Background: an optimization exercise with open tools, aiming at small area and a short achievable clock period. Do not read the settings as production practice.
Where RTL was checked, it was by simulation tests only, not by an equivalence proof against the original.
Function not checked in run 1: the RTL went through the layout flow alone.
Power and IR drop assume default switching activity.

==> config.mk <==
export PLATFORM = sky130hd
export DESIGN_NAME = microarch_trace_buffer
export DESIGN_NICKNAME = microarch_trace_buffer
export VERILOG_FILES = /design/flow/design.v
export SDC_FILE = /design/flow/constraint.sdc
export NUM_CORES = 4
export LEC_CHECK = 0
export CAP_MARGIN = 20
export CORE_MARGIN = 2
export CORE_UTILIZATION = 60
export SETUP_SLACK_MARGIN = 2.8
export SLEW_MARGIN = 20
export SYNTH_HIERARCHICAL = 1
export SYNTH_MINIMUM_KEEP_SIZE = 0
==> constraint.sdc <==
create_clock -name core_clock -period 5.2 [get_ports {clk}]
set_input_delay 1.0400 -clock core_clock [delete_from_list [all_inputs] [get_ports {clk}]]
set_output_delay 1.0400 -clock core_clock [all_outputs]
set_load 0.01 [all_outputs]
==> design.v <==
module mtb_event #(
    parameter int PC_W = 32,
    parameter int NS   = 4
) (
    input  logic            req_i,
    input  logic            prev_req_i,
    input  logic [PC_W-1:0] pc_i,
    input  logic [PC_W-1:0] prev_pc_i,
    input  logic [NS-1:1]   valid_i,
    output logic            fetch_o,
    output logic            any_o
);
    assign fetch_o = req_i && (!prev_req_i || (pc_i != prev_pc_i));
    assign any_o   = fetch_o || (|valid_i);
endmodule
module mtb_sel #(
    parameter int W = 1
) (
    input  logic         s,
    input  logic [W-1:0] a,
    input  logic [W-1:0] b,
    output logic [W-1:0] y
);
    assign y = s ? a : b;
endmodule
module microarch_trace_buffer #(
    parameter int          NUM_STAGES  = 4,
    parameter int          DE_IDX      = 1,
    parameter int          PC_W        = 32,
    parameter int          DEPTH       = 16,
    parameter int          TS_W        = 16,
    parameter logic [31:0] FINISH_INSN = 32'h00002013,
    localparam int         AW          = $clog2(DEPTH),
    localparam int         LVL_W       = AW + 1
) (
    input  logic                       clk,
    input  logic                       rst_n,
    input  logic                       if_req_i,
    input  logic [NUM_STAGES-1:0]      ev_valid_i,
    input  logic [NUM_STAGES*PC_W-1:0] ev_pc_i,
    input  logic [31:0]                de_insn_i,
    output logic                       rec_valid_o,
    input  logic                       rec_ready_i,
    output logic [NUM_STAGES-1:0]      rec_mask_o,
    output logic [NUM_STAGES*PC_W-1:0] rec_pc_o,
    output logic [31:0]                rec_insn_o,
    output logic [TS_W-1:0]            rec_cycle_o,
    output logic                       rec_lost_o,
    output logic [15:0]                drop_cnt_o,
    output logic [LVL_W-1:0]           level_o,
    output logic                       finish_o
);
    localparam int MD   = DEPTH - 1;                
    localparam int PCS  = NUM_STAGES * PC_W;
    localparam int PC_LSB  = NUM_STAGES;
    localparam int INS_LSB = PC_LSB + PCS;
    localparam int CYC_LSB = INS_LSB + 32;
    localparam int ENT_W   = CYC_LSB + TS_W + 1;
    logic [PCS-1:0]             m_pc    [MD];
    logic [31:0]                m_insn  [MD];
    logic [NUM_STAGES-1:0]      m_mask  [MD];
    logic [TS_W-1:0]            m_cyc   [MD];
    logic                       m_lost  [MD];
    logic [ENT_W-1:0]           head_q;     
    logic                       prev_req_q;
    logic [PC_W-1:0]            prev_pc_q;
    logic [TS_W-1:0]            cycle_q;
    logic [15:0]                drop_cnt_q;
    logic                       lost_q;
    logic [LVL_W-1:0]           count_q;
    logic                       valid_q;    
    logic                       one_q;      
    logic                       in_sel_q;   
    logic [MD-1:0]              wsel_q;     
    logic [MD-1:0]              rptr_q;     
    logic [MD-1:0]              rsel_q;     
    logic                       armed_q, drain_q, finish_q;
    logic                       fetch_evt, any_evt;
    logic [NUM_STAGES-1:0]      evt_mask;
    logic [PCS-1:0]             in_pc;      
    logic [31:0]                evt_insn;
    mtb_event #(.PC_W(PC_W), .NS(NUM_STAGES)) u_event (
        .req_i     (if_req_i),
        .prev_req_i(prev_req_q),
        .pc_i      (ev_pc_i[PC_W-1:0]),
        .prev_pc_i (prev_pc_q),
        .valid_i   (ev_valid_i[NUM_STAGES-1:1]),
        .fetch_o   (fetch_evt),
        .any_o     (any_evt)
    );
    assign evt_mask = {ev_valid_i[NUM_STAGES-1:1], fetch_evt};
    assign evt_insn = ev_valid_i[DE_IDX] ? de_insn_i : '0;
    genvar gi;
    generate
        for (gi = 0; gi < NUM_STAGES; gi++) begin : g_lane
            if (gi == 0) begin : g_fetch
                assign in_pc[gi*PC_W +: PC_W] = ev_pc_i[gi*PC_W +: PC_W];
            end else begin : g_stage
                assign in_pc[gi*PC_W +: PC_W] = ev_valid_i[gi] ? ev_pc_i[gi*PC_W +: PC_W] : '0;
            end
        end
    endgenerate
    logic             rdy, full, ge2, ge3, eq2, sat;
    logic [LVL_W-1:0] count_inc, count_dec;
    logic [15:0]      drop_inc;
    assign rdy  = rec_ready_i;
    assign full = count_q[LVL_W-1];                 
    assign ge2  = !in_sel_q;
    assign eq2  = (count_q == LVL_W'(2));
    assign ge3  = ge2 && !eq2;
    assign sat  = &drop_cnt_q;
    assign count_inc = count_q + 1'b1;
    assign count_dec = count_q - 1'b1;
    assign drop_inc  = drop_cnt_q + 16'd1;
    logic [LVL_W-1:0] count_n, count_e;
    logic             valid_n, one_n, ring_n, one_e, ring_e, up_e, drop_e, radv;
    logic [MD-1:0]    wsel_e, rptr_n, rsel_n, rsel_e;
    logic [15:0]      drop_cnt_e;
    logic             drain_n, finish_n;
    assign count_n  = (valid_q && rdy) ? count_dec : count_q;
    assign up_e     = rdy ? !valid_q : !full;
    assign count_e  = up_e ? count_inc : count_q;
    assign valid_n  = rdy ? ge2 : valid_q;
    assign one_n    = rdy ? eq2 : one_q;
    assign one_e    = !valid_q || (rdy && one_q);
    assign ring_n   = rdy ? ge3 : ge2;
    assign ring_e   = rdy ? ge2 : valid_q;
    assign drop_e   = full && !rdy;
    assign radv     = rdy && ge2;
    assign wsel_e   = (valid_q && (rdy ? !one_q : !full)) ? {wsel_q[MD-2:0], wsel_q[MD-1]} : wsel_q;
    assign rptr_n   = radv ? {rptr_q[MD-2:0], rptr_q[MD-1]} : rptr_q;
    assign rsel_n   = ring_n ? rptr_n : '0;
    assign rsel_e   = ring_e ? rptr_n : '0;
    assign drop_cnt_e = (drop_e && !sat) ? drop_inc : drop_cnt_q;
    assign drain_n  = drain_q && valid_q;
    assign finish_n = finish_q || (drain_q && !valid_q);
    localparam int CW = LVL_W + 1 + 1 + 1 + MD + MD + 1 + 16 + 1 + 1;
    logic [CW-1:0] ctl_e, ctl_n, ctl_d;
    logic [LVL_W-1:0] count_d;
    logic             valid_d, one_d, in_sel_d, lost_d, drain_d, finish_d;
    logic [MD-1:0]    wsel_d, rsel_d;
    logic [15:0]      drop_cnt_d;
    assign ctl_e = {count_e, 1'b1,    one_e, !ring_e, wsel_e, rsel_e, drop_e, drop_cnt_e, drain_q, finish_q};
    assign ctl_n = {count_n, valid_n, one_n, !ring_n, wsel_q, rsel_n, lost_q, drop_cnt_q, drain_n, finish_n};
    mtb_sel #(.W(CW)) u_ctl_sel (.s(any_evt), .a(ctl_e), .b(ctl_n), .y(ctl_d));
    assign {count_d, valid_d, one_d, in_sel_d, wsel_d, rsel_d, lost_d, drop_cnt_d, drain_d, finish_d} = ctl_d;
    logic m_wen_ok, h_load;
    assign m_wen_ok = !full || rdy;
    assign h_load   = !valid_q || rdy;
    always_ff @(posedge clk) begin
        for (int i = 0; i < MD; i++) begin
            if (wsel_q[i] && m_wen_ok) begin
                m_pc[i]   <= in_pc;
                m_insn[i] <= evt_insn;
                m_mask[i] <= evt_mask;
                m_cyc[i]  <= cycle_q;
                m_lost[i] <= lost_q;
            end
        end
    end
    logic [PCS-1:0]        r_pc;
    logic [31:0]           r_insn;
    logic [NUM_STAGES-1:0] r_mask;
    logic [TS_W-1:0]       r_cyc;
    logic                  r_lost, in_take;
    logic [MD-1:0]         r_mask0_sel;
    always_comb begin
        r_pc   = '0;
        r_insn = '0;
        r_mask = '0;
        r_cyc  = '0;
        r_lost = 1'b0;
        for (int i = 0; i < MD; i++) begin
            r_pc   = r_pc   | (m_pc[i]   & {PCS{rsel_q[i]}});
            r_insn = r_insn | (m_insn[i] & {32{rsel_q[i]}});
            r_mask = r_mask | (m_mask[i] & {NUM_STAGES{rsel_q[i]}});
            r_cyc  = r_cyc  | (m_cyc[i]  & {TS_W{rsel_q[i]}});
            r_lost = r_lost | (m_lost[i] & rsel_q[i]);
            r_mask0_sel[i] = m_mask[i][0] && rsel_q[i];
        end
    end
    logic [ENT_W-1:0] r_ent, i_ent, head_d;
    logic [PCS-1:0]   r_pc_g, i_pc;
    assign in_take = in_sel_q && any_evt;
    assign r_pc_g  = {r_pc[PCS-1:PC_W], r_pc[PC_W-1:0] & {PC_W{|r_mask0_sel}}};
    assign i_pc    = {in_pc[PCS-1:PC_W] & {(PCS-PC_W){in_sel_q}},
                      in_pc[PC_W-1:0] & {PC_W{in_sel_q && fetch_evt}}};
    assign r_ent   = {r_lost, r_cyc, r_insn, r_pc_g, r_mask};
    assign i_ent   = {lost_q && in_take, cycle_q & {TS_W{in_take}},
                      evt_insn & {32{in_sel_q}}, i_pc, evt_mask & {NUM_STAGES{in_sel_q}}};
    assign head_d  = h_load ? (r_ent | i_ent) : head_q;
    always_ff @(posedge clk or negedge rst_n) begin
        if (!rst_n) begin
            head_q <= '0;
        end else begin
            head_q <= head_d;
        end
    end
    assign rec_valid_o = valid_q;
    assign rec_mask_o  = head_q[0 +: NUM_STAGES];
    assign rec_pc_o    = head_q[PC_LSB +: PCS];
    assign rec_insn_o  = head_q[INS_LSB +: 32];
    assign rec_cycle_o = head_q[CYC_LSB +: TS_W];
    assign rec_lost_o  = head_q[ENT_W-1];
    assign drop_cnt_o  = drop_cnt_q;
    assign level_o     = count_q;
    assign finish_o    = finish_q;
    always_ff @(posedge clk or negedge rst_n) begin
        if (!rst_n) begin
            prev_req_q <= 1'b0;
            prev_pc_q  <= '0;
            cycle_q    <= '0;
            drop_cnt_q <= '0;
            lost_q     <= 1'b0;
            count_q    <= '0;
            valid_q    <= 1'b0;
            one_q      <= 1'b0;
            in_sel_q   <= 1'b1;
            wsel_q     <= MD'(1);
            rptr_q     <= MD'(1);
            rsel_q     <= '0;
            armed_q    <= 1'b0;
            drain_q    <= 1'b0;
            finish_q   <= 1'b0;
        end else begin
            prev_req_q <= if_req_i;
            prev_pc_q  <= ev_pc_i[PC_W-1:0];
            cycle_q    <= cycle_q + 1'b1;
            drop_cnt_q <= drop_cnt_d;
            lost_q     <= lost_d;
            count_q    <= count_d;
            valid_q    <= valid_d;
            one_q      <= one_d;
            in_sel_q   <= in_sel_d;
            wsel_q     <= wsel_d;
            rptr_q     <= rptr_n;
            rsel_q     <= rsel_d;
            finish_q   <= finish_d;
            if (armed_q && ev_valid_i[NUM_STAGES-1]) begin
                armed_q <= 1'b0;
                drain_q <= 1'b1;
            end else begin
                drain_q <= drain_d;
                if (!armed_q && !drain_q && !finish_q &&
                    ev_valid_i[DE_IDX] && (de_insn_i == FINISH_INSN)) begin
                    armed_q <= 1'b1;
                end
            end
        end
    end
endmodule
==> flow/run.sh <==
#!/bin/bash
# Standard ORFS layout with a smaller port buffer cell and no CTS dummy loads.
export BUFFER_PORTS_ARGS="-buffer_cell sky130_fd_sc_hd__buf_2"
export CTS_ARGS="-sink_clustering_enable -repair_clock_nets -dont_use_dummy_load"
bash standard.sh finish > standard.log 2>&1
==> standard.sh <==
#!/bin/bash
# synth_recipe.tcl (not shown) runs the flow's synth.tcl, then flattens the netlist and writes it again
# the make line also repeats each setting of config.mk as NAME=value (left out here)
make -C /OpenROAD-flow-scripts/flow DESIGN_CONFIG=/design/flow/config.mk WORK_HOME=/design/flow/orfs CLKGATE_MAP_FILE= SYNTH_SCRIPT=/design/flow/synth_recipe.tcl "${@:-finish}"
==> summary.txt, run 1 <==
Pwr
  • Flop pwr share: 56.5%
  • Comb power frac: 4.2%
  • P_int: 37.96 mW
  • Peak VDD IR: 0.3156 mV
  • Clock share of power: 39.3%
  • Psw: 9.564 mW
  • Leak: 40.44 nW
  • Sw Ratio: 20.12%
  • Pwr Total: 47.52 mW
  • PD cells: 378.4 mW/mm²

Finish
  • Layout Nets: 6861
  • Final core occ: 69.33%
  • Area delta synth->final: 14.57%
  • Share of cells above drive strength 1: 18.35%

Placed design
  • Port buffer count: 370
  • Dpl hpwl: 148600 µm
  • Gpl congestion: 0.7539

Clock network
  • Clock latency (worst-skew pair): 940 ps
  • CTS tree: yes
  • Clock buffer depth: 4
  • Hold_buf cts: 0
  • H-Tree Level Count: 5
  • Sink Count: 3018
  • CTS Buf Count: 312
  • Clk slew on worst S/H paths: 60 ps
  • Root buf cell: clkbuf_16

Synthesis
  • Async S/R FF share, synth: 10.04%
  • Cell area after synthesis: 0.1096 mm²
  • Top cell type's share of synthesized area: 74.38%
  • Most common cell in the synthesized netlist: edfxtp_1
  • Syn Area/Cell: 18.09 µm²
  • Netlist cell types: 55
  • Cells after Synth: 6060
  • Post-synthesis sequential area ratio: 81.30%
  • YS warnings: 12
  • Synth area leader: edfxtp_1
  • Commonest cells post-synth: 2715 x edfxtp_1, 878 x a22oi_1, 300 x dfrtp_1
  • Synth area leaders: edfxtp_1 74%, dfrtp_1 6.8%, a22oi_1 6.0%
  • Syn_nets: 6233
  • Synth Flop Type: edfxtp_1
  • Flip-flop and latch count after synthesis: 3018
  • Number of synthesized flops with an enable pin: 2715

Route
  • Routed wire length: 323600 µm
  • Vias: 64611
  • Met3 WL: 32710 µm
  • Antenna-violating nets left: 0
  • Mean routed wirelength per cell: 35.71 µm
  • Metal2 WL: 155200 µm
  • Post-route DRC: 0
  • M1 WL: 126200 µm
  • Initial drt markers: 8599
  • Max Used Layer: met5
  • Vias per inst: 7.131
  • DRT Pass-1 Iters: 9

Flow run
  • Max Cap Violations: 0

Die
  • Horiz. Die Dim: 431.4 µm
  • Area of the core: 0.1811 mm²
  • Height of the die: 431.4 µm
  • IO Pins: 372
  • Starting density of the core: 60.52%
  • Total die area: 0.1861 mm²
  • # rows: 156

Global routing
  • First-pass GRT wire length: 454200 µm
  • Largest net degree at the start of global routing: 117
  • Initial antenna violation count: 11
  • Total track usage: 34.26%
  • GRT overflow: 0
  • Vias in the first global route: 63140

Setup path
  • Startpoint types: primary input
  • Worst endpoint required time: 6020 ps
  • Crit end category: flip-flop
  • Critical path type: primary input to flip-flop
  • Critical path arrival: 3670 ps
  • Crit-path max FO: 29

STA
  • Setup_tns: 0 ps
  • Relative slew slack: 27.67%
  • Fmax: 351.1 MHz
  • Clock skew: 48.04 ps
  • Worst slew pin tran: 1085 ps
  • Minimum clock period: 2848 ps
  • Final Cycle Share: 54.77%
  • Number of setup violations in the final report: 0
  • Hold Fails Final Rpt: 0
  • Final Max Tran Viols: 0
  • RSZ-0062 raised after global routing: yes

Outcome
  • Status: complete, no violations

Min path
  • Tightest Hold Check Type: primary input to async pin
registers in the layout, indices dropped and copies added, names as in the netlist, 16 cells and up:
signal	flops
m_pc	1920
m_cyc	240
head_q	181
cycle_q	16
m_insn	480
m_mask	60
drop_cnt_q	16
prev_pc_q	32
cell usage in the layout, fill, tap and decap left out, drive strengths merged, types with 102 or more instances in the layout:
cell type / n
edfxtp: 2715
a22oi: 878
buf: 698
clkbuf: 322
dfrtp: 300
nand4: 193
a222oi: 177
nor2: 176
and2: 163
nand2: 162
a22o: 107
a221oi: 107
nand3: 102
final cells by class:
type                    count  area [µm²]
repair buffers            709        6470
flip-flops and latches   3018       89230
clock buffers             312        7807
inverters                  26       97.59
diodes                      4       10.01
fillers                 11748       55550
multi-input cells        2621       19010
well taps                2370        2965
worst max-delay path: stages:
cell and delay [ps]:
buf_2 300, xor2_1 180, nor4_4 380, and3_4 250
a31oi_4 130, or4_4 500, buf_4 180, buf_16 160
mux2_2 320, a21o_1 160
layer usage:
metal / vias to the layer above / GRT usage [%]
met1: 34022 / 49.95
met4: 4 / 9.670
met5: - / 0
met3: 546 / 5.033
li1: 26206 / -
met2: 3833 / 54.79
what timing repair did:
| action | CTS | global route |
|---|---|---|
| buffers inserted | 100 | 90 |
| gates resized for setup | 185 | 61 |
| pin swaps | 30 | 16 |
| gates cloned | 13 | 11 |
| endpoints found under the setup margin | 558 | 1527 |
power by group through the flow:
stage / registers (mW) / logic, mW / clock network [mW]
floorplan: 27.3 / 0.769 / 0
global placement: 27.3 / 1.50 / 0
detailed placement: 27.4 / 1.54 / 0
CTS: 26.8 / 1.92 / 18.9
global route: 26.8 / 2.14 / 19.7
finish: 26.8 / 2.01 / 18.7
path summary, 6_finish.rpt:
kind	start	endpoint	slack (ps)	cells past startpoint
hold / removal	rst_n	head_q[18]	110	1
setup / recovery	ev_pc_i[8]	drain_q	2350	10
max in group asynchronous	rst_n	head_q[140]	3810	2
setup reg to reg	prev_pc_q[24]	drain_q	2370	9
hold reg to reg	head_q[17]	head_q[17]	480	1
min in group core_clock	if_req_i	prev_req_q	320	1
stage by stage:
step | cell area (µm²) | std cells | worst slack, ps | hold WS (ps)
floorplan | 109700 | 6060 | 1864 | 454.6
finish | 125600 | 9060 | 2352 | 111.1
global route | 125600 | 9058 | 2307 | 121.0
detailed placement | 114800 | 8529 | 673.7 | 475.1
global placement | 114800 | 8529 | 713.9 | 471.1
CTS | 124300 | 8954 | 2305 | 98.77
cells by family (layout without fill, tap and decap cells):
group / count (synthesis) / count (layout) / synth area share (%)
compound gates: 1628 / 1628 / 11.59
buf+inv: 436 / 1047 / 1.710
fa+ha+maj: 5 / 5 / 0.05707
xor+xnor: 64 / 64 / 0.5114
flops: 3018 / 3018 / 81.30
mux: 90 / 90 / 1.010
simple gates: 818 / 833 / 3.816
other cells: 1 / 5 / 0.003421
==> inputs of run 2 (changes only) <==
--- a/design.v
+++ b/design.v
@@ -1,16 +1,10 @@
-module mtb_event #(
-    parameter int PC_W = 32,
-    parameter int NS   = 4
+module mtb_neq #(
+    parameter int W = 32
 ) (
-    input  logic            req_i,
-    input  logic            prev_req_i,
-    input  logic [PC_W-1:0] pc_i,
-    input  logic [PC_W-1:0] prev_pc_i,
-    input  logic [NS-1:1]   valid_i,
-    output logic            fetch_o,
-    output logic            any_o
+    input  logic [W-1:0] a,
+    input  logic [W-1:0] b,
+    output logic         y
 );
-    assign fetch_o = req_i && (!prev_req_i || (pc_i != prev_pc_i));
-    assign any_o   = fetch_o || (|valid_i);
+    assign y = (a != b);
 endmodule
 module mtb_sel #(
@@ -80,13 +74,11 @@
     logic [PCS-1:0]             in_pc;      
     logic [31:0]                evt_insn;
-    mtb_event #(.PC_W(PC_W), .NS(NUM_STAGES)) u_event (
-        .req_i     (if_req_i),
-        .prev_req_i(prev_req_q),
-        .pc_i      (ev_pc_i[PC_W-1:0]),
-        .prev_pc_i (prev_pc_q),
-        .valid_i   (ev_valid_i[NUM_STAGES-1:1]),
-        .fetch_o   (fetch_evt),
-        .any_o     (any_evt)
-    );
+    logic pc_neq, fetch_neq, fetch_eq, v_any;
+    mtb_neq #(.W(PC_W)) u_neq (.a(ev_pc_i[PC_W-1:0]), .b(prev_pc_q), .y(pc_neq));
+    assign fetch_neq = if_req_i;
+    assign fetch_eq  = if_req_i && !prev_req_q;
+    assign fetch_evt = pc_neq ? fetch_neq : fetch_eq;
+    assign v_any     = |ev_valid_i[NUM_STAGES-1:1];
+    assign any_evt   = v_any || fetch_evt;
     assign evt_mask = {ev_valid_i[NUM_STAGES-1:1], fetch_evt};
     assign evt_insn = ev_valid_i[DE_IDX] ? de_insn_i : '0;
@@ -143,5 +135,9 @@
     assign ctl_e = {count_e, 1'b1,    one_e, !ring_e, wsel_e, rsel_e, drop_e, drop_cnt_e, drain_q, finish_q};
     assign ctl_n = {count_n, valid_n, one_n, !ring_n, wsel_q, rsel_n, lost_q, drop_cnt_q, drain_n, finish_n};
-    mtb_sel #(.W(CW)) u_ctl_sel (.s(any_evt), .a(ctl_e), .b(ctl_n), .y(ctl_d));
+    logic [CW-1:0] ctl_v, ctl_a, ctl_b;
+    assign ctl_v = v_any     ? ctl_e : ctl_n;
+    assign ctl_a = fetch_neq ? ctl_e : ctl_v;
+    assign ctl_b = fetch_eq  ? ctl_e : ctl_v;
+    mtb_sel #(.W(CW)) u_ctl_sel (.s(pc_neq), .a(ctl_a), .b(ctl_b), .y(ctl_d));
     assign {count_d, valid_d, one_d, in_sel_d, wsel_d, rsel_d, lost_d, drop_cnt_d, drain_d, finish_d} = ctl_d;
     logic m_wen_ok, h_load;
==> run 2 against run 1 <==
- flip-flop and latch count did not move
- synthesized cell count rose by 2.4%
- total power rose by 0.45%
- still clean on timing, DRC and antenna
- via count rose by 0.56%
- clock skew fell by 18 ps
- global-route usage rose by 0.28 points
- area after synthesis rose by 0.68%
- largest cell class unchanged
- routed wire length rose by 0.73%
- final cell count rose by 2.3%
- register-to-register slack improved by 230 ps
- non-clock buffer count fell by 11
- clock power barely moved
==> summary.txt, run 2 <==
Global routing
  • Largest net degree at the start of global routing: 118 (+0.85%)
  • Vias in the first global route: 63931 (+1.3%)
  • Initial antenna violation count: 13 (+2)
  • GRT overflow: 0 (unchanged)
  • First-pass GRT wire length: 459800 µm (+1.2%)
  • Total track usage: 34.54% (+0.28 points)

Synthesis
  • Most common cell in the synthesized netlist: edfxtp_1
  • Async S/R FF share, synth: 10.04% (unchanged)
  • Synth area leaders: edfxtp_1 74%, dfrtp_1 6.8%, a22oi_1 6.1%
  • Commonest cells post-synth: 2715 x edfxtp_1, 895 x a22oi_1, 335 x clkbuf_1
  • Post-synthesis sequential area ratio: 80.75% (-0.55 points)
  • Syn Area/Cell: 17.79 µm² (-1.6%)
  • Netlist cell types: 55 (unchanged)
  • YS warnings: 12 (unchanged)
  • Cell area after synthesis: 0.1104 mm² (+0.68%)
  • Syn_nets: 6376 (+2.3%)
  • Synth Flop Type: edfxtp_1
  • Top cell type's share of synthesized area: 73.87% (-0.50 points)
  • Cells after Synth: 6203 (+2.4%)
  • Number of synthesized flops with an enable pin: 2715 (unchanged)
  • Synth area leader: edfxtp_1
  • Flip-flop and latch count after synthesis: 3018 (unchanged)

Setup path
  • CP cell instances: buf_6
  • Critical path type: flip-flop to output port
  • Crit end category: output port
  • Crit-path max FO: 2 (-93%)
  • Worst endpoint required time: 4160 ps (-1860 ps)
  • Startpoint types: flip-flop
  • Critical path buffers and inverters: 1 (-2)
  • CP max-delay cell: dfrtp_2
  • Crit path max-delay family: flip-flops
  • Critical path arrival: 1580 ps (-2090 ps)
  • CP max stage delay: 490 ps (about the same)

Placed design
  • Dpl hpwl: 149200 µm (+0.36%)
  • Port buffer count: 370 (unchanged)
  • Gpl congestion: 0.7849 (+4.1%)

STA
  • Relative slew slack: 28.05% (+0.39 points)
  • Clock skew: 29.67 ps (-18.37 ps)
  • Setup_tns: 0 ps (unchanged)
  • Final Cycle Share: 50.47% (-4.3 points)
  • Fmax: 381.0 MHz (+8.5%)
  • Hold Fails Final Rpt: 0 (unchanged)
  • Final Max Tran Viols: 0 (unchanged)
  • RSZ-0062 raised after global routing: yes
  • Number of setup violations in the final report: 0 (unchanged)
  • Minimum clock period: 2624 ps (-223.8 ps)
  • Worst slew pin tran: 1079 ps (-5.812 ps)

Die
  • Starting density of the core: 60.34% (-0.17 points)
  • IO Pins: 372 (unchanged)
  • Total die area: 0.1874 mm² (+0.68%)
  • Horiz. Die Dim: 432.9 µm (+0.34%)
  • Area of the core: 0.1829 mm² (+0.97%)
  • Height of the die: 432.9 µm (+0.34%)
  • # rows: 157 (+0.64%)

Pwr
  • PD cells: 376.9 mW/mm² (-0.40%)
  • Peak VDD IR: 0.3154 mV (about the same)
  • Leak: 40.63 nW (+0.48%)

Route
  • Post-route DRC: 0 (unchanged)
  • Mean routed wirelength per cell: 35.18 µm (-1.5%)
  • Vias per inst: 7.013 (-1.7%)
  • Antenna-violating nets left: 0 (unchanged)
  • Routed wire length: 325900 µm (+0.73%)
  • Initial drt markers: 7995 (-7.0%)
  • Vias: 64974 (+0.56%)
  • DRT Pass-1 Iters: 7 (-2)

Clock network
  • Root buf cell: clkbuf_16
  • Hold_buf cts: 0 (unchanged)
  • Clock latency (worst-skew pair): 950 ps (about the same)
  • CTS tree: yes
  • Clock buffer depth: 4 (unchanged)
  • Sink Count: 3018 (unchanged)
  • CTS Buf Count: 314 (+0.64%)
  • H-Tree Level Count: 5 (unchanged)
  • Clk slew on worst S/H paths: 60 ps (about the same)

Finish
  • Final core occ: 69.25% (-0.083 points)
  • Max reg flops: 1920 (unchanged)
  • Most frequent cells in the layout: 2715 x edfxtp_1, 895 x a22oi_1, 318 x clkbuf_16
  • Share of cells above drive strength 1: 18.85% (+0.50 points)
  • Commonest non-fill, non-tap cell in the layout: edfxtp_1
  • Layout Nets: 6975 (+1.7%)
  • Biggest regs: m_pc (1920), m_insn (480), m_cyc (240)
  • Area delta synth->final: 14.76%
  • Top reg by flops: m_pc

Min path
  • Tightest Hold Check Type: primary input to async pin

Flow run
  • Max Cap Violations: 0 (unchanged)

Outcome
  • Status: complete, no violations
## run 2: cell count changes after synthesis, moves of 14 or more
cell | previous run | this run
a211oi_1 | 96 | 113
a21oi_1 | 38 | 91
a222oi_1 | 177 | 160
a22oi_1 | 878 | 895
buf_1 | 98 | 44
buf_2 | 82 | 19
clkbuf_1 | 203 | 335
nand3_1 | 102 | 81
nand4_1 | 192 | 178
nor2_1 | 176 | 234
o21ai_0 | 5 | 38
o21ai_1 | 29 | 0
o22a_1 | 49 | 34
xor2_1 | 15 | 31
## run 2: layout make-up
type	count	area, µm²
fillers	11927	56230
inverters	21	78.83
clock buffers	314	7858
repair buffers	698	6392
flip-flops and latches	3018	89240
multi-input cells	2749	20000
well taps	2464	3083
diodes	1	2.502
## run 2: per-stage QoR
step	cell area, µm²	worst slack, ps	hold WS [ps]	instances	power [mW]
6_report	126700	2576	82.62	9265	47.73
5_1_grt	126600	2544	76.44	9264	48.97
3_3_place_gp	115900	1006	469.0	8771	28.88
4_1_cts	125600	2507	31.52	9203	47.78
2_1_floorplan	110400	1902	454.6	6203	28.13
3_5_place_dp	115900	1048	474.4	8771	28.92
## run 2: cells by family after synthesis
family / after synthesis / synth area share (%)
xor+xnor: 85 / 0.6746
flops: 3018 / 80.75
compound gates: 1688 / 11.76
simple gates: 854 / 3.889
buf+inv: 445 / 1.655
mux: 108 / 1.217
fa+ha+maj: 5 / 0.05669
## run 2: routing by layer
metal,routed length (µm),GRT usage [%],vias to the layer above
li1,-,-,26584
met1,126800,48.91,34042
met2,156100,55.17,3739
met3,31780,5.920,591
met4,11140,11.57,18
met5,99,0,-
## run 2: what timing repair did
action | CTS | global route
gates resized for setup | 192 | 129
pin swaps | 14 | 59
setup buffers | 113 | 52
cloned | 5 | 9
endpoints found under the setup margin | 2793 | 468
## run 2: worst paths after layout
| check | start | endpoint | slack [ps] | depth (start not counted) |
|---|---|---|---|---|
| max | head_q[2] | rec_mask_o[2] | 2580 | 1 |
| min | rst_n | head_q[70] | 80 | 1 |
| max reg2reg | prev_pc_q[13] | head_q[177] | 2600 | 9 |
| min reg2reg | head_q[5] | head_q[5] | 490 | 1 |
| max in group asynchronous | rst_n | head_q[129] | 3820 | 2 |
| min in group core_clock | if_req_i | prev_req_q | 360 | 1 |
## run 2: where the power goes
group	switching (mW)	internal [mW]	total [mW]
registers	0.209	26.6	26.8
logic	1.22	0.837	2.05
clock network	8.28	10.6	18.9
==> inputs of run 3 (changes only) <==
==> flow/run.sh (replaced) <==
#!/bin/bash
# Standard ORFS layout with a smaller port buffer cell and larger CTS sink clusters.
export BUFFER_PORTS_ARGS="-buffer_cell sky130_fd_sc_hd__buf_2"
export CTS_ARGS="-sink_clustering_enable -repair_clock_nets -dont_use_dummy_load -sink_clustering_size 30 -sink_clustering_max_diameter 80"
bash standard.sh finish > standard.log 2>&1
==> run 3 against run 2 <==
- critical path depth up 9
- synthesized cell count is the same
- flip-flop and latch count unchanged
- routed wire length decreased by 0.23%
- utilization fell by 2.2 points
- sequential share of layout area increased by 2.4 points
- via count is 0.89% lower
- final cell count fell by 1.7%
- largest cell class unchanged
- largest power group unchanged
==> summary.txt, run 3 <==
Synthesis
  • Commonest cells post-synth: 2715 x edfxtp_1, 895 x a22oi_1, 335 x clkbuf_1
  • XOR/XNOR Fraction of Synth Area: 0.6746% (unchanged)
  • Synth Area in Compound Gates: 11.76% (unchanged)
  • Top cell type's share of synthesized area: 73.87% (unchanged)
  • Netlist cell types: 55 (unchanged)
  • Post-synthesis sequential area ratio: 80.75% (unchanged)
  • YS warnings: 12 (unchanged)
  • Synth area leader: edfxtp_1
  • Cells after Synth: 6203 (unchanged)
  • Synth Flop Type: edfxtp_1
  • Synth Area in Adders: 0.05669% (unchanged)
  • Post-synthesis mux area share: 1.216% (unchanged)
  • Synth area leaders: edfxtp_1 74%, dfrtp_1 6.8%, a22oi_1 6.1%
  • Syn Area/Cell: 17.79 µm² (unchanged)
  • Async S/R FF share, synth: 10.04% (unchanged)
  • Number of synthesized flops with an enable pin: 2715 (unchanged)
  • Cell area after synthesis: 0.1104 mm² (unchanged)
  • Post-synthesis simple-gate area fraction: 3.889% (unchanged)
  • Largest family of logic cells by synthesized area: compound AO/OA/AOI/OAI gates
  • Flip-flop and latch count after synthesis: 3018 (unchanged)
  • Syn_nets: 6376 (unchanged)
  • Most common cell in the synthesized netlist: edfxtp_1

Die
  • Height of the die: 432.9 µm (unchanged)
  • # rows: 157 (unchanged)
  • Starting density of the core: 60.34% (unchanged)
  • IO Pins: 372 (unchanged)
  • Area of the core: 0.1829 mm² (unchanged)
  • Total die area: 0.1874 mm² (unchanged)
  • Horiz. Die Dim: 432.9 µm (unchanged)

Setup path
  • Critical path type: primary input to flip-flop
  • CP max-delay cell: nor4_4
  • Crit-path max FO: 18 (+16)
  • CP cell instances: buf_4 -> xnor2_2 -> nand4_1 -> nor4_4 -> nand2_4 -> nand2b_4 -> and3_4 -> a21o_4 -> a211oi_1 -> nor2_1
  • CP max stage delay: 360 ps (-130 ps)
  • Startpoint types: primary input
  • Critical path arrival: 3330 ps (+1750 ps)
  • Crit end category: flip-flop
  • Crit path max-delay family: simple AND/OR/NAND/NOR gates
  • Worst endpoint required time: 5940 ps (+1780 ps)
  • Critical path buffers and inverters: 1 (unchanged)

Clock network
  • Clock buffer depth: 3 (-1)
  • H-Tree Level Count: 4 (-1)
  • Clk slew on worst S/H paths: 100 ps (+40 ps)
  • Hold_buf cts: 0 (unchanged)
  • Sink Count: 3018 (unchanged)
  • CTS Buf Count: 139 (-56%)
  • Clock latency (worst-skew pair): 850 ps (-100 ps)
  • Root buf cell: clkbuf_16
  • CTS tree: yes

Global routing
  • First-pass GRT wire length: 457400 µm (-0.52%)
  • Initial antenna violation count: 9 (-4)
  • GRT overflow: 0 (unchanged)
  • Largest net degree at the start of global routing: 118 (unchanged)
  • Vias in the first global route: 62283 (-2.6%)
  • Total track usage: 34.43% (-0.11 points)

Finish
  • Area delta synth->final: 11.04%
  • Top reg by flops: m_pc
  • Max reg flops: 1920 (unchanged)
  • Biggest regs: m_pc (1920), m_insn (480), m_cyc (240)
  • Commonest non-fill, non-tap cell in the layout: edfxtp_1
  • Most frequent cells in the layout: 2715 x edfxtp_1, 895 x a22oi_1, 249 x buf_2
  • Layout Cells excl Fill: 9108 (-1.7%)
  • Share of cells above drive strength 1: 16.80% (-2.1 points)
  • Layout Nets: 6817 (-2.3%)
  • Fillers: 12341 (+3.5%)

STA
  • Relative slew slack: 32.89% (+4.8 points)
  • Fmax: 385.4 MHz (+1.2%)
  • Hold Fails Final Rpt: 0 (unchanged)
  • Final Cycle Share: 49.89% (-0.58 points)
  • RSZ-0062 raised after global routing: yes
  • Final Max Tran Viols: 0 (unchanged)
  • Worst slew pin tran: 1007 ps (-72.60 ps)
  • Clock skew: 49.09 ps (+19.42 ps)
  • Setup_tns: 0 ps (unchanged)
  • Minimum clock period: 2594 ps (-30.03 ps)
  • Number of setup violations in the final report: 0 (unchanged)

Route
  • Post-route DRC: 0 (unchanged)
  • Vias: 64397 (-0.89%)
  • Vias per inst: 7.070 (+0.82%)
  • Mean routed wirelength per cell: 35.70 µm (+1.5%)
  • Antenna-violating nets left: 0 (unchanged)
  • Initial drt markers: 8350 (+4.4%)
  • DRT Pass-1 Iters: 8 (+1)
  • Routed wire length: 325200 µm (-0.23%)

Placed design
  • Gpl congestion: 0.7849 (unchanged)
  • Dpl hpwl: 149200 µm (unchanged)
  • Port buffer count: 370 (unchanged)
  • Inst Count DP: 8771 (unchanged)

Outcome
  • Status: complete, no violations

Pwr
  • PD cells: 331.6 mW/mm² (-12%)
  • Peak VDD IR: 0.3759 mV (+19%)
  • Leak: 38.64 nW (-4.9%)
  • Pwr Total: 40.64 mW (-15%)

Flow run
  • Max Cap Violations: 0 (unchanged)

Min path
  • Tightest Hold Check Type: primary input to async pin
[run 3: path summary, 6_finish.rpt]
kind	startpoint	slack, ps	to	depth (start not counted)
worst max register to register	prev_pc_q[13]	2620	head_q[178]	9
min in group core_clock	ev_pc_i[22]	420	prev_pc_q[22]	1
worst min register to register	head_q[5]	490	head_q[5]	1
worst max-delay path	ev_pc_i[13]	2610	head_q[178]	10
max in group asynchronous	rst_n	3740	head_q[96]	2
worst min-delay path	rst_n	170	head_q[77]	1
[run 3: power breakdown]
part           switching, mW  leakage [nW]  internal (mW)
combinational           1.23          10.6          0.840
sequential             0.208          26.4           26.6
clock                   7.00          1.71           4.80
total                   8.43          38.6           32.2
[run 3: cells by family after synthesis]
kind of cell,count (synthesis)
and+or+nand+nor,854
AOI/OAI and AO/OA,1688
buffers and inverters,445
xor gates and xnor gates,85
DFF,3018
muxes,108
adders and majority gates,5
[run 3: through the flow]
stage	util [%]	instance area (µm²)	worst slack, ps	hold slack (ps)
finish	67.01	122500	2606	170.3
global route	67.01	122500	2603	165.5
CTS	66.43	121500	2587	130.5
detailed placement	63.37	115900	1048	474.4
global placement	63.37	115900	1006	469.0
floorplan	-	110400	1902	454.6
[run 3: repair_timing]
action	CTS	global route
pin swaps	25	45
endpoints found under the setup margin	2931	1067
buffers inserted	116	62
gates cloned	12	6
resized for setup	217	113
[run 3: metal layers]
layer	global-route usage (%)	part of all wire, %	vias to the layer above
met5	0	0.018	-
met4	9.681	2.9	10
met3	4.584	9.4	451
met2	55.94	48	3590
met1	49.61	39	34135
li1	-	-	26211
[run 3: final cells by class]
cell class                 count  area (µm²)  area share [%]
sequential                  3018       89240           72.82
multi-input combinational   2752       19990           16.31
antenna                        2       5.005        0.004084
tap                         2464        3083           2.516
timing repair buffer         712        6675           5.447
clock buffer                 139        3478           2.838
inverter                      21       78.83         0.06432
[run 3: worst register-to-register path: cells and delay by family, from the launching register on]
family / cells / cell delay (ps)
AOI/OAI and AO/OA: 2 / 590
xor gates and xnor gates: 1 / 180
DFF: 1 / 410
and+or+nand+nor: 6 / 1290
==> inputs of run 4 (changes only) <==
--- a/design.v
+++ b/design.v
@@ -67,5 +67,4 @@
     logic                       in_sel_q;   
     logic [MD-1:0]              wsel_q;     
-    logic [MD-1:0]              rptr_q;     
     logic [MD-1:0]              rsel_q;     
     logic                       armed_q, drain_q, finish_q;
@@ -107,5 +106,5 @@
     logic [LVL_W-1:0] count_n, count_e;
     logic             valid_n, one_n, ring_n, one_e, ring_e, up_e, drop_e, radv;
-    logic [MD-1:0]    wsel_e, rptr_n, rsel_n, rsel_e;
+    logic [MD-1:0]    wsel_e, rsel_adv, rsel_n, rsel_e;
     logic [15:0]      drop_cnt_e;
     logic             drain_n, finish_n;
@@ -121,7 +120,7 @@
     assign radv     = rdy && ge2;
     assign wsel_e   = (valid_q && (rdy ? !one_q : !full)) ? {wsel_q[MD-2:0], wsel_q[MD-1]} : wsel_q;
-    assign rptr_n   = radv ? {rptr_q[MD-2:0], rptr_q[MD-1]} : rptr_q;
-    assign rsel_n   = ring_n ? rptr_n : '0;
-    assign rsel_e   = ring_e ? rptr_n : '0;
+    assign rsel_adv = radv ? {rsel_q[MD-2:0], rsel_q[MD-1]} : rsel_q;
+    assign rsel_n   = ring_n ? rsel_adv : '0;
+    assign rsel_e   = ring_e ? (ge2 ? rsel_adv : wsel_q) : '0;
     assign drop_cnt_e = (drop_e && !sat) ? drop_inc : drop_cnt_q;
     assign drain_n  = drain_q && valid_q;
@@ -159,5 +158,5 @@
     logic [NUM_STAGES-1:0] r_mask;
     logic [TS_W-1:0]       r_cyc;
-    logic                  r_lost, in_take;
+    logic                  r_lost;
     logic [MD-1:0]         r_mask0_sel;
     always_comb begin
@@ -176,14 +175,33 @@
         end
     end
-    logic [ENT_W-1:0] r_ent, i_ent, head_d;
-    logic [PCS-1:0]   r_pc_g, i_pc;
-    assign in_take = in_sel_q && any_evt;
+    logic [ENT_W-1:0] r_ent, i_ent_a, i_ent_b, head_a, head_b, head_d;
+    logic [PCS-1:0]   r_pc_g;
     assign r_pc_g  = {r_pc[PCS-1:PC_W], r_pc[PC_W-1:0] & {PC_W{|r_mask0_sel}}};
-    assign i_pc    = {in_pc[PCS-1:PC_W] & {(PCS-PC_W){in_sel_q}},
-                      in_pc[PC_W-1:0] & {PC_W{in_sel_q && fetch_evt}}};
     assign r_ent   = {r_lost, r_cyc, r_insn, r_pc_g, r_mask};
-    assign i_ent   = {lost_q && in_take, cycle_q & {TS_W{in_take}},
-                      evt_insn & {32{in_sel_q}}, i_pc, evt_mask & {NUM_STAGES{in_sel_q}}};
-    assign head_d  = h_load ? (r_ent | i_ent) : head_q;
+    logic take_a, take_b;
+    assign take_a  = in_sel_q && (v_any || fetch_neq);
+    assign take_b  = in_sel_q && (v_any || fetch_eq);
+    assign i_ent_a = {lost_q && take_a, cycle_q & {TS_W{take_a}},
+                      evt_insn & {32{in_sel_q}},
+                      in_pc[PCS-1:PC_W] & {(PCS-PC_W){in_sel_q}},
+                      in_pc[PC_W-1:0] & {PC_W{in_sel_q && fetch_neq}},
+                      ev_valid_i[NUM_STAGES-1:1] & {(NUM_STAGES-1){in_sel_q}},
+                      in_sel_q && fetch_neq};
+    assign i_ent_b = {lost_q && take_b, cycle_q & {TS_W{take_b}},
+                      evt_insn & {32{in_sel_q}},
+                      in_pc[PCS-1:PC_W] & {(PCS-PC_W){in_sel_q}},
+                      in_pc[PC_W-1:0] & {PC_W{in_sel_q && fetch_eq}},
+                      ev_valid_i[NUM_STAGES-1:1] & {(NUM_STAGES-1){in_sel_q}},
+                      in_sel_q && fetch_eq};
+    assign head_a  = h_load ? (r_ent | i_ent_a) : head_q;
+    assign head_b  = h_load ? (r_ent | i_ent_b) : head_q;
+    localparam int LATE_W = 1 + PC_W + TS_W + 1;
+    logic [LATE_W-1:0] late_a, late_b, late_d;
+    assign late_a = {head_a[ENT_W-1 -: TS_W+1], head_a[PC_LSB +: PC_W], head_a[0]};
+    assign late_b = {head_b[ENT_W-1 -: TS_W+1], head_b[PC_LSB +: PC_W], head_b[0]};
+    mtb_sel #(.W(LATE_W)) u_head_sel (.s(pc_neq), .a(late_a), .b(late_b), .y(late_d));
+    assign head_d = {late_d[LATE_W-1 -: TS_W+1], head_a[INS_LSB +: 32],
+                     head_a[PC_LSB+PC_W +: PCS-PC_W], late_d[1 +: PC_W],
+                     head_a[1 +: NUM_STAGES-1], late_d[0]};
     always_ff @(posedge clk or negedge rst_n) begin
         if (!rst_n) begin
@@ -202,8 +220,10 @@
     assign level_o     = count_q;
     assign finish_o    = finish_q;
+    always_ff @(posedge clk) begin
+        prev_pc_q <= ev_pc_i[PC_W-1:0];
+    end
     always_ff @(posedge clk or negedge rst_n) begin
         if (!rst_n) begin
             prev_req_q <= 1'b0;
-            prev_pc_q  <= '0;
             cycle_q    <= '0;
             drop_cnt_q <= '0;
@@ -214,5 +234,4 @@
             in_sel_q   <= 1'b1;
             wsel_q     <= MD'(1);
-            rptr_q     <= MD'(1);
             rsel_q     <= '0;
             armed_q    <= 1'b0;
@@ -221,5 +240,4 @@
         end else begin
             prev_req_q <= if_req_i;
-            prev_pc_q  <= ev_pc_i[PC_W-1:0];
             cycle_q    <= cycle_q + 1'b1;
             drop_cnt_q <= drop_cnt_d;
@@ -230,5 +248,4 @@
             in_sel_q   <= in_sel_d;
             wsel_q     <= wsel_d;
-            rptr_q     <= rptr_n;
             rsel_q     <= rsel_d;
             finish_q   <= finish_d;
==> run 4 against run 3 <==
- die area increased by 1.2%
- critical path type unchanged
- routed wire length grew 4.3%
- critical path depth is 6 lower
- via count increased by 3.6%
- setup slack worse by 170 ps
- clock skew rose by 6.2 ps
- critical endpoint is now m_pc[9][85]
- final cell count up 2.3%
- sequential share of layout area is 0.98 points lower
- worst hold slack gained 82 ps
==> summary.txt, run 4 <==
STA
  • Final Cycle Share: 53.26% (+3.4 points)
  • Worst slew pin tran: 1090 ps (+83.19 ps)
  • Hold_ws: 252.3 ps (+82.00 ps)
  • Hold Fails Final Rpt: 0 (unchanged)
  • Number of setup violations in the final report: 0 (unchanged)
  • RSZ-0062 raised after global routing: yes
  • Minimum clock period: 2769 ps (+175.0 ps)
  • Setup_tns: 0 ps (unchanged)
  • Fmax: 361.1 MHz (-6.3%)
  • Final Max Tran Viols: 0 (unchanged)
  • Clock skew: 55.34 ps (+6.244 ps)
  • Relative slew slack: 27.35% (-5.5 points)

Route
  • Vias per inst: 7.156 (+1.2%)
  • DRT Pass-1 Iters: 6 (-2)
  • Antenna-violating nets left: 0 (unchanged)
  • Post-route DRC: 0 (unchanged)
  • Initial drt markers: 8727 (+4.5%)
  • Routed wire length: 339000 µm (+4.3%)
  • Mean routed wirelength per cell: 36.38 µm (+1.9%)
  • Vias: 66691 (+3.6%)

Setup path
  • Critical path arrival: 3250 ps (-80 ps)
  • CP max-delay cell: and2_4
  • Crit path max-delay family: simple AND/OR/NAND/NOR gates
  • Startpoint types: primary input
  • Critical path buffers and inverters: 2 (+1)
  • CP cell instances: buf_2 -> nand2b_4 -> and2_4 -> buf_12
  • Critical path type: primary input to flip-flop
  • Crit-path max FO: 38 (+20)
  • WP depth: 4 (-6)
  • CP max stage delay: 880 ps (+520 ps)
  • Reg2Reg Depth: 7 (-2)
  • Worst endpoint required time: 5680 ps (-260 ps)
  • Crit end category: flip-flop

Global routing
  • Largest net degree at the start of global routing: 111 (-5.9%)
  • Initial antenna violation count: 26 (+17)
  • First-pass GRT wire length: 470700 µm (+2.9%)
  • Total track usage: 34.77% (+0.34 points)
  • Vias in the first global route: 63260 (+1.6%)
  • GRT overflow: 0 (unchanged)

Die
  • IO Pins: 372 (unchanged)
  • Horiz. Die Dim: 435.5 µm (+0.60%)
  • Area of the core: 0.1852 mm² (+1.3%)
  • Total die area: 0.1896 mm² (+1.2%)
  • # rows: 158 (+0.64%)
  • Starting density of the core: 60.30% (about the same)
  • Height of the die: 435.5 µm (+0.60%)

Finish
  • Commonest non-fill, non-tap cell in the layout: edfxtp_1
  • Most frequent cells in the layout: 2715 x edfxtp_1, 609 x a22oi_1, 298 x a22o_1, 298 x a221oi_1, 281 x a21oi_1
  • Area delta synth->final: 10.52%
  • Share of cells above drive strength 1: 16.33% (-0.47 points)
  • Register area: 0.08869 mm² (-0.62%)
  • Final Cell Area: 0.1235 mm² (+0.74%)
  • Area of the multi-input gates: 0.02140 mm² (+7.1%)
  • Layout Cells excl Fill: 9319 (+2.3%)
  • Layout Nets: 7001 (+2.7%)
  • Biggest regs: m_pc (1920), m_insn (480), m_cyc (240)
  • Top reg by flops: m_pc
  • Max reg flops: 1920 (unchanged)
  • Fillers: 12738 (+3.2%)

Synthesis
  • Most common cell in the synthesized netlist: edfxtp_1
  • Async S/R FF share, synth: 8.525% (-1.5 points)
  • Cell area after synthesis: 0.1117 mm² (+1.2%)
  • Commonest cells post-synth: 2715 x edfxtp_1, 609 x a22oi_1, 298 x a221oi_1, 298 x a22o_1, 297 x clkbuf_1
  • Synth Flop Type: edfxtp_1
  • Synth area leaders: edfxtp_1 73%, dfrtp_1 5.7%, a22oi_1 4.1%
  • YS warnings: 12 (unchanged)
  • Post-synthesis sequential area ratio: 79.30% (-1.5 points)
  • Syn_nets: 6580 (+3.2%)
  • Synth area leader: edfxtp_1
  • Syn Area/Cell: 17.43 µm² (-2.0%)
  • Netlist cell types: 63 (+15%)
  • Cells after Synth: 6407 (+3.3%)
  • Top cell type's share of synthesized area: 72.99% (-0.89 points)
  • Flip-flop and latch count after synthesis: 3003 (-0.50%)
  • Number of synthesized flops with an enable pin: 2715 (unchanged)

Placed design
  • Port buffer count: 370 (unchanged)
  • Placed Area: 0.1170 mm² (+0.98%)
  • Gpl congestion: 0.7697 (-1.9%)
  • Inst Count DP: 8971 (+2.3%)
  • Dpl hpwl: 158100 µm (+6.0%)

Pwr
  • Peak VDD IR: 0.2800 mV (-26%)
  • PD cells: 328.0 mW/mm² (-1.1%)
  • Leak: 39.09 nW (+1.1%)

Outcome
  • Status: complete, no violations

Clock network
  • H-Tree Level Count: 4 (unchanged)
  • Clock buffer depth: 3 (unchanged)
  • CTS tree: yes
  • Hold_buf cts: 0 (unchanged)
  • Clock latency (worst-skew pair): 840 ps (about the same)
  • Clk slew on worst S/H paths: 90 ps (about the same)
  • Root buf cell: clkbuf_16
  • CTS Buf Count: 141 (+1.4%)
  • Sink Count: 3003 (-0.50%)

Flow run
  • Max Cap Violations: 0 (unchanged)

Min path
  • Tightest Hold Check Type: primary input to async pin
run 4: path summary, 6_finish.rpt:
check / from / to / slack, ps
setup / recovery: rec_ready_i / m_pc[9][85] / 2430
hold / removal: rst_n / head_q[58] / 250
setup reg to reg: valid_q / head_q[171] / 2650
hold reg to reg: head_q[58] / head_q[58] / 510
max in group asynchronous: rst_n / head_q[9] / 3770
min in group core_clock: ev_pc_i[8] / prev_pc_q[8] / 470
run 4: where the power goes:
part	switching (mW)	internal [mW]	total, mW
Clock	6.98	4.87	11.9
Sequential	0.173	26.4	26.6
Combinational	1.22	0.817	2.04
Total	8.38	32.1	40.5
run 4: layout make-up:
type	instances	area share, %
diodes	13	0.02635
well taps	2480	2.513
inverters	10	0.03041
flip-flops and latches	3003	71.84
multi-input cells	2952	17.34
clock buffers	141	2.858
repair buffers	720	5.396
run 4: per-layer routing:
| layer | routed length [µm] | up-vias | share of wire [%] | track usage [%] |
|---|---|---|---|---|
| met5 | 57 | - | 0.017 | 0 |
| met4 | 10400 | 10 | 3.1 | 10.34 |
| met3 | 32720 | 519 | 9.7 | 4.273 |
| met2 | 162500 | 3899 | 48 | 55.81 |
| met1 | 133300 | 35287 | 39 | 50.74 |
| li1 | - | 26976 | - | - |
run 4: stage by stage:
step / utilization [%] / worst slack (ps) / power (mW)
2_1_floorplan: - / 2047 / 28.03
3_3_place_gp: 63.18 / 1325 / 28.79
3_5_place_dp: 63.18 / 1319 / 28.84
4_1_cts: 66.09 / 2521 / 40.46
5_1_grt: 66.64 / 2444 / 41.47
6_report: 66.65 / 2431 / 40.49
run 4: kinds of logic after synthesis:
logic type / share of synthesized area [%]
flip-flops: 79.30
XOR/XNOR: 0.6508
adder cells (fa/ha/maj): 0.05601
AND/OR/NAND/NOR: 4.309
buffers and inverters: 1.761
AO/OA/AOI/OAI: 12.07
multiplexers: 1.855
run 4: timing repair:
| item | in CTS | in global routing |
|---|---|---|
| gates cloned | 5 | 5 |
| setup buffers | 109 | 75 |
| resized for setup | 203 | 62 |
| pin swaps | 7 | 1 |
| endpoints found under the setup margin | 1804 | 1891 |
==> inputs of run 5 (changes only) <==
--- a/config.mk
+++ b/config.mk
@@ -9,6 +9,6 @@
 export CORE_MARGIN = 2
 export CORE_UTILIZATION = 60
-export SETUP_SLACK_MARGIN = 2.8
-export SLEW_MARGIN = 20
+export SETUP_SLACK_MARGIN = 2.75
+export SLEW_MARGIN = 50
 export SYNTH_HIERARCHICAL = 1
 export SYNTH_MINIMUM_KEEP_SIZE = 0
==> run 5 against run 4 <==
- via count shrank 0.51%
- fmax grew 9.3%
- critical path depth shrank 3
- total power shrank 0.21%
- clock-buffer cell count shrank 2
- first-iteration DRC count grew 2.7%
- sequential power is essentially flat
- global-route usage shrank 0.11 points
- clock skew grew 2.0 ps
- largest power group unchanged
- highest routed layer unchanged
==> summary.txt, run 5 <==
Outcome
  • Status: complete, no violations

Clock network
  • H-Tree Level Count: 4 (unchanged)
  • Root buf cell: clkbuf_16
  • CTS Buf Count: 139 (-1.4%)
  • CTS tree: yes
  • Sink Count: 3003 (unchanged)
  • Clock latency (worst-skew pair): 840 ps (about the same)
  • Clk slew on worst S/H paths: 100 ps (about the same)
  • Clock buffer depth: 3 (unchanged)

Flow run
  • Max Cap Violations: 0 (unchanged)

Global routing
  • Vias in the first global route: 63250 (-0.016%)
  • Largest net degree at the start of global routing: 94 (-15%)
  • GRT overflow: 0 (unchanged)
  • Total track usage: 34.66% (-0.11 points)
  • First-pass GRT wire length: 469900 µm (-0.15%)
  • Initial antenna violation count: 29 (+12%)

STA
  • Hold Fails Final Rpt: 0 (unchanged)
  • Number of setup violations in the final report: 0 (unchanged)
  • Worst slew pin tran: 770.8 ps (-319.0 ps)
  • Setup_tns: 0 ps (unchanged)
  • Setup WS post-layout: 2667 ps (+236.0 ps)
  • Final Max Tran Viols: 0 (unchanged)
  • RSZ-0062 raised after global routing: yes
  • Final Cycle Share: 48.72% (-4.5 points)
  • Clock skew: 57.32 ps (+1.982 ps)
  • Minimum clock period: 2533 ps (-236.0 ps)
  • Fmax: 394.7 MHz (+9.3%)
  • Relative slew slack: 48.61% (+21 points)

Die
  • Height of the die: 435.5 µm (unchanged)
  • # rows: 158 (unchanged)
  • Area of the core: 0.1852 mm² (unchanged)
  • IO Pins: 372 (unchanged)
  • Starting density of the core: 60.30% (unchanged)
  • Total die area: 0.1896 mm² (unchanged)
  • Horiz. Die Dim: 435.5 µm (unchanged)

Setup path
  • Worst endpoint required time: 4160 ps (-1520 ps)
  • Reg2Reg Launch Point: rsel_q[6]
  • Reg2Reg Depth: 6 (-1)
  • Startpoint types: flip-flop
  • Critical path arrival: 1490 ps (-1760 ps)
  • Reg-to-Reg End: head_q[109]
  • Crit-path max FO: 2 (-95%)
  • Crit path max-delay family: flip-flops
  • CP max stage delay: 490 ps (-390 ps)
  • Crit end category: output port
  • Critical path buffers and inverters: 1 (-1)
  • CP cell instances: buf_6
  • R2R setup slack: 2750 ps (+100 ps)
  • Critical path type: flip-flop to output port
  • CP max-delay cell: dfrtp_2

Synthesis
  • Cell area after synthesis: 0.1117 mm² (unchanged)
  • Async S/R FF share, synth: 8.525% (unchanged)
  • Syn_nets: 6580 (unchanged)
  • Synth area leader: edfxtp_1
  • Number of synthesized flops with an enable pin: 2715 (unchanged)
  • Top cell type's share of synthesized area: 72.99% (unchanged)
  • Most common cell in the synthesized netlist: edfxtp_1
  • Flip-flop and latch count after synthesis: 3003 (unchanged)
  • Cells after Synth: 6407 (unchanged)
  • Post-synthesis sequential area ratio: 79.30% (unchanged)
  • YS warnings: 12 (unchanged)
  • Synth Flop Type: edfxtp_1
  • Netlist cell types: 63 (unchanged)
  • Commonest cells post-synth: 2715 x edfxtp_1, 609 x a22oi_1, 298 x a221oi_1, 298 x a22o_1, 297 x clkbuf_1
  • Syn Area/Cell: 17.43 µm² (unchanged)
  • Synth area leaders: edfxtp_1 73%, dfrtp_1 5.7%, a22oi_1 4.1%

Route
  • Mean routed wirelength per cell: 36.00 µm (-1.0%)
  • Routed wire length: 335000 µm (-1.2%)
  • Initial drt markers: 8964 (+2.7%)
  • DRT Pass-1 Iters: 8 (+2)
  • Post-route DRC: 0 (unchanged)
  • Vias: 66353 (-0.51%)
  • Vias per inst: 7.129 (-0.38%)
  • Antenna-violating nets left: 0 (unchanged)

Pwr
  • Clock share of power: 29.2% (about the same)
  • Sw Ratio: 20.73% (+0.035 points)
  • Peak VDD IR: 0.3824 mV (+37%)
  • PD cells: 326.8 mW/mm² (-0.35%)
  • P_int: 32.03 mW (-0.25%)
  • Comb power frac: 5.0% (about the same)
  • Psw: 8.375 mW (about the same)
  • Flop pwr share: 65.8% (about the same)
  • Leak: 39.10 nW (about the same)

Finish
  • Area delta synth->final: 10.68%
  • Top reg by flops: m_pc
  • Layout Nets: 6991 (-0.14%)
  • Most frequent cells in the layout: 2715 x edfxtp_1, 609 x a22oi_1, 298 x a22o_1, 298 x a221oi_1, 281 x a21oi_1
  • Commonest non-fill, non-tap cell in the layout: edfxtp_1
  • Max reg flops: 1920 (unchanged)
  • Share of cells above drive strength 1: 16.23% (-0.11 points)
  • Biggest regs: m_pc (1920), m_insn (480), m_cyc (240)

Placed design
  • Port buffer count: 370 (unchanged)
  • Gpl congestion: 0.7697 (unchanged)
  • DP Worst Slack: 1329 ps (+10.20 ps)
  • Dpl hpwl: 165200 µm (+4.5%)

Min path
  • Tightest Hold Check Type: primary input to async pin
## run 5: cell types whose count changed in the layout (fill, tap and decap cells not counted), moves of 3 or more
cell / delta
buf_12: +15
buf_16: +7
buf_2: +5
buf_4: -36
buf_8: -3
clkbuf_16: -3
clkbuf_4: +4
o21ai_0: -4
o21ai_1: +5
## run 5: through the flow
stage          cells  power (mW)  util [%]  hold WS, ps  instance area [µm²]
2_1_floorplan   6407       28.03         -        454.6               111800
3_3_place_gp    8971       28.79     63.18        485.7               117000
3_5_place_dp    9003       28.85     63.59        492.0               117800
6_report        9307       40.40     66.74        100.8               123600
4_1_cts         9246       40.41     66.31        49.19               122800
5_1_grt         9304       41.43     66.74        72.79               123600
## run 5: cell families after synthesis
| family | after synthesis | synth area share [%] |
|---|---|---|
| XOR/XNOR | 83 | 0.6508 |
| buffers and inverters | 454 | 1.761 |
| AO/OA/AOI/OAI | 1765 | 12.07 |
| adder cells (fa/ha/maj) | 5 | 0.05601 |
| AND/OR/NAND/NOR | 938 | 4.309 |
| multiplexers | 159 | 1.855 |
| flip-flops | 3003 | 79.30 |
## run 5: what timing repair did
item / 4_1_cts / 5_1_grt
hold buffers: 0 / 0
pin swaps: 4 / 7
gates resized for setup: 179 / 62
endpoints found under the setup margin: 543 / 367
setup buffers: 98 / 42
cloned: 6 / 6
## run 5: layout make-up
type	count	area [µm²]
inverters	10	37.54
clock buffers	139	3478
flip-flops and latches	3003	88690
multi-input cells	2955	21450
diodes	11	27.53
well taps	2480	3103
fillers	12706	61610
repair buffers	709	6847
## run 5: power by group through the flow
stage	Sequential [mW]	Clock [mW]	Combinational (mW)
after global placement	27.2	0	1.63
after floorplan	27.2	0	0.878
after CTS	26.6	11.9	1.94
after detailed placement	27.2	0	1.69
final	26.6	11.8	2.03
after global routing	26.6	12.7	2.17
## run 5: per-layer routing
| metal | wire (µm) | vias up | share of wire, % | global-route usage [%] |
|---|---|---|---|---|
| li1 | - | 26940 | - | - |
| met1 | 131400 | 35221 | 39 | 50.37 |
| met2 | 161600 | 3708 | 48 | 56.02 |
| met3 | 32310 | 476 | 9.6 | 4.435 |
| met4 | 9642 | 8 | 2.9 | 9.655 |
| met5 | 48 | - | 0.014 | 0 |
## run 5: worst max path at each step
| stage | startpoint | end | cells past startpoint |
|---|---|---|---|
| floorplan | rec_ready_i | m_cyc[2][0] | 4 |
| global placement | ev_pc_i[4] | rsel_q[13] | 7 |
| detailed placement | ev_pc_i[4] | rsel_q[9] | 7 |
| CTS | head_q[3] | rec_mask_o[3] | 1 |
| global route | head_q[3] | rec_mask_o[3] | 1 |
| finish | head_q[3] | rec_mask_o[3] | 1 |
==> inputs of run 6 (changes only) <==
--- a/config.mk
+++ b/config.mk
@@ -9,6 +9,6 @@
 export CORE_MARGIN = 2
 export CORE_UTILIZATION = 60
-export SETUP_SLACK_MARGIN = 2.75
-export SLEW_MARGIN = 50
+export SETUP_SLACK_MARGIN = 2.9
+export SLEW_MARGIN = 75
 export SYNTH_HIERARCHICAL = 1
 export SYNTH_MINIMUM_KEEP_SIZE = 0
==> run 6 against run 5 <==
- critical path depth stayed put
- design area is 5.8% higher
- register-to-register slack better by 40 ps
- global-route usage is 0.74 points higher
- setup slack better by 8.1 ps
- via count is 2.8% higher
- flip-flop and latch count stayed put
- sequential power hardly changed
- area after synthesis stayed put
- die area stayed put
- synthesized cell count stayed put
- largest power group unchanged
==> summary.txt, run 6 <==
Outcome
  • Status: complete, no violations

STA
  • Number of setup violations in the final report: 0 (unchanged)
  • Final Max Tran Viols: 0 (unchanged)
  • Hold Fails Final Rpt: 0 (unchanged)
  • Setup_tns: 0 ps (unchanged)
  • Relative slew slack: 73.91% (+25 points)
  • Clock skew: 59.83 ps (+2.507 ps)
  • Minimum clock period: 2525 ps (-8.100 ps)
  • Worst slew pin tran: 388.1 ps (-382.7 ps)
  • RSZ-0062 raised after global routing: yes
  • Fmax: 396.0 MHz (+0.32%)
  • Setup WS post-layout: 2675 ps (+8.100 ps)
  • Final Cycle Share: 48.56% (-0.16 points)

Pwr
  • Sw Ratio: 20.71% (about the same)
  • Leak: 42.19 nW (+7.9%)
  • Peak VDD IR: 0.2723 mV (-29%)
  • Pwr Total: 40.65 mW (+0.60%)
  • Psw: 8.420 mW (+0.53%)
  • Comb power frac: 5.5% (+0.5 points)
  • Flop pwr share: 65.4% (-0.4 points)
  • Clock share of power: 29.1% (about the same)
  • P_int: 32.23 mW (+0.62%)
  • PD cells: 310.8 mW/mm² (-4.9%)

Global routing
  • Vias in the first global route: 64759 (+2.4%)
  • Total track usage: 35.40% (+0.74 points)
  • First-pass GRT wire length: 480900 µm (+2.3%)
  • Initial antenna violation count: 23 (-21%)
  • Largest net degree at the start of global routing: 42 (-55%)
  • GRT overflow: 0 (unchanged)

Route
  • Vias: 68196 (+2.8%)
  • DRT Pass-1 Iters: 8 (unchanged)
  • Routed wire length: 344500 µm (+2.8%)
  • Mean routed wirelength per cell: 35.72 µm (-0.77%)
  • Antenna-violating nets left: 0 (unchanged)
  • Post-route DRC: 0 (unchanged)
  • Initial drt markers: 9485 (+5.8%)
  • Vias per inst: 7.072 (-0.80%)

Min path
  • Hold path cells: 1
  • Tightest Hold Check Type: primary input to flip-flop

Synthesis
  • Flip-flop and latch count after synthesis: 3003 (unchanged)
  • Async S/R FF share, synth: 8.525% (unchanged)
  • Top cell type's share of synthesized area: 72.99% (unchanged)
  • Post-synthesis sequential area ratio: 79.30% (unchanged)
  • Number of synthesized flops with an enable pin: 2715 (unchanged)
  • Syn Area/Cell: 17.43 µm² (unchanged)
  • Post-synthesis mux area share: 1.855% (unchanged)
  • YS warnings: 12 (unchanged)
  • Synth area leader: edfxtp_1
  • Synth Area in Compound Gates: 12.07% (unchanged)
  • Netlist cell types: 63 (unchanged)
  • Post-synthesis simple-gate area fraction: 4.309% (unchanged)
  • Commonest cells post-synth: 2715 x edfxtp_1, 609 x a22oi_1, 298 x a221oi_1, 298 x a22o_1, 297 x clkbuf_1
  • Synth Flop Type: edfxtp_1
  • XOR/XNOR Fraction of Synth Area: 0.6508% (unchanged)
  • Most common cell in the synthesized netlist: edfxtp_1
  • Syn_nets: 6580 (unchanged)
  • Synth Area in Adders: 0.05601% (unchanged)
  • Largest family of logic cells by synthesized area: compound AO/OA/AOI/OAI gates
  • Cells after Synth: 6407 (unchanged)
  • Cell area after synthesis: 0.1117 mm² (unchanged)
  • Synth area leaders: edfxtp_1 73%, dfrtp_1 5.7%, a22oi_1 4.1%

Setup path
  • Reg2Reg Depth: 10 (+4)
  • CP max-delay cell: dfrtp_2
  • Critical path arrival: 1490 ps (about the same)
  • Worst endpoint required time: 4160 ps (about the same)
  • Critical path type: flip-flop to output port
  • Crit end category: output port
  • CP max stage delay: 510 ps (+20 ps)
  • Crit path max-delay family: flip-flops
  • Crit-path max FO: 2 (unchanged)
  • CP cell instances: buf_6
  • Critical path buffers and inverters: 1 (unchanged)
  • WP depth: 1 (unchanged)
  • Startpoint types: flip-flop

Die
  • Total die area: 0.1896 mm² (unchanged)
  • # rows: 158 (unchanged)
  • IO Pins: 372 (unchanged)
  • Height of the die: 435.5 µm (unchanged)
  • Area of the core: 0.1852 mm² (unchanged)
  • Starting density of the core: 60.30% (unchanged)
  • Horiz. Die Dim: 435.5 µm (unchanged)

Finish
  • Share of cells above drive strength 1: 23.89% (+7.7 points)
  • Layout Nets: 7328 (+4.8%)
  • Most frequent cells in the layout: 2715 x edfxtp_1, 604 x a22oi_1, 298 x a22o_1
  • Final core occ: 70.59% (+3.9 points)
  • Commonest non-fill, non-tap cell in the layout: edfxtp_1
  • Layout Cells excl Fill: 9643 (+3.6%)
  • Max reg flops: 1920 (unchanged)
  • Biggest regs: m_pc (1920), m_insn (480), m_cyc (240)
  • Top reg by flops: m_pc
  • Area delta synth->final: 17.06%

Placed design
  • Port buffer count: 370 (unchanged)
  • DP Worst Slack: 1580 ps (+250.9 ps)
  • Inst Count DP: 9206 (+2.3%)
  • Dpl hpwl: 196600 µm (+19%)
  • Gpl congestion: 0.7697 (unchanged)

Clock network
  • CTS tree: yes
  • H-Tree Level Count: 4 (unchanged)
  • Sink Count: 3003 (unchanged)
  • Clock buffer depth: 3 (unchanged)
  • Clock latency (worst-skew pair): 840 ps (about the same)
  • CTS Buf Count: 140 (+0.72%)
  • Clk slew on worst S/H paths: 110 ps (about the same)
  • Root buf cell: clkbuf_16

Flow run
  • Max Cap Violations: 0 (unchanged)
[run 6: cell counts after synthesis]
No cell type changed its count.
[run 6: cell families (layout without fill, tap and decap cells)]
group / after synthesis / count (layout)
AOI/OAI and AO/OA: 1765 / 1765
buffers and inverters: 454 / 1200
other: 0 / 10
and+or+nand+nor: 938 / 938
adders and majority gates: 5 / 5
DFF: 3003 / 3003
xor gates and xnor gates: 83 / 83
muxes: 159 / 159
[run 6: repair_timing]
| action | in CTS | in global routing |
|---|---|---|
| hold buffers | 1 | 0 |
| cloned | 21 | 17 |
| hold endpoints to repair | 1 | 0 |
| pin swaps | 35 | 71 |
| buffers inserted | 140 | 104 |
| setup endpoints to repair | 598 | 502 |
| resized for setup | 292 | 171 |
[run 6: worst register-to-register path: stages, from the launching register on]
cell      delay, ps
dfrtp_4         550
a222oi_1        340
and3_1          210
nand4_1         140
buf_8           170
buf_16          150
buf_16          200
buf_6           140
o21ai_4          60
a21oi_1          90
mux2_4          260
[run 6: final cells by class]
cell class | instances | area, µm²
repair buffers | 1050 | 13040
flip-flops and latches | 3003 | 88740
diodes | 10 | 25.02
fillers | 11912 | 54470
clock buffers | 140 | 3503
inverters | 10 | 40.04
well taps | 2480 | 3103
multi-input cells | 2950 | 22310
[run 6: worst paths after layout]
check | startpoint | to | slack (ps)
max in group asynchronous | rst_n | head_q[9] | 3280
hold reg to reg | head_q[51] | head_q[51] | 510
setup reg to reg | rsel_q[1] | head_q[8] | 2790
setup / recovery | head_q[3] | rec_mask_o[3] | 2670
hold / removal | ev_pc_i[4] | prev_pc_q[4] | 410
min in group asynchronous | rst_n | head_q[63] | 620
[run 6: power by group through the flow]
stage | combinational, mW | sequential [mW] | clock (mW)
floorplan | 0.878 | 27.2 | 0
global placement | 1.63 | 27.2 | 0
detailed placement | 1.81 | 27.2 | 0
CTS | 2.09 | 26.6 | 11.9
global route | 2.38 | 26.6 | 12.6
finish | 2.24 | 26.6 | 11.8
[run 6: metrics by stage]
stage	hold slack [ps]	instance area, µm²
floorplan	454.6	111800
global placement	485.7	117000
detailed placement	492.0	122200
CTS	362.6	128500
global route	372.5	130800
finish	405.0	130800
[run 6: metal layers]
layer	GRT usage, %	wire length [µm]
met5	0	41
met4	10.90	11500
met3	4.830	34340
met2	56.64	165300
met1	51.30	133200
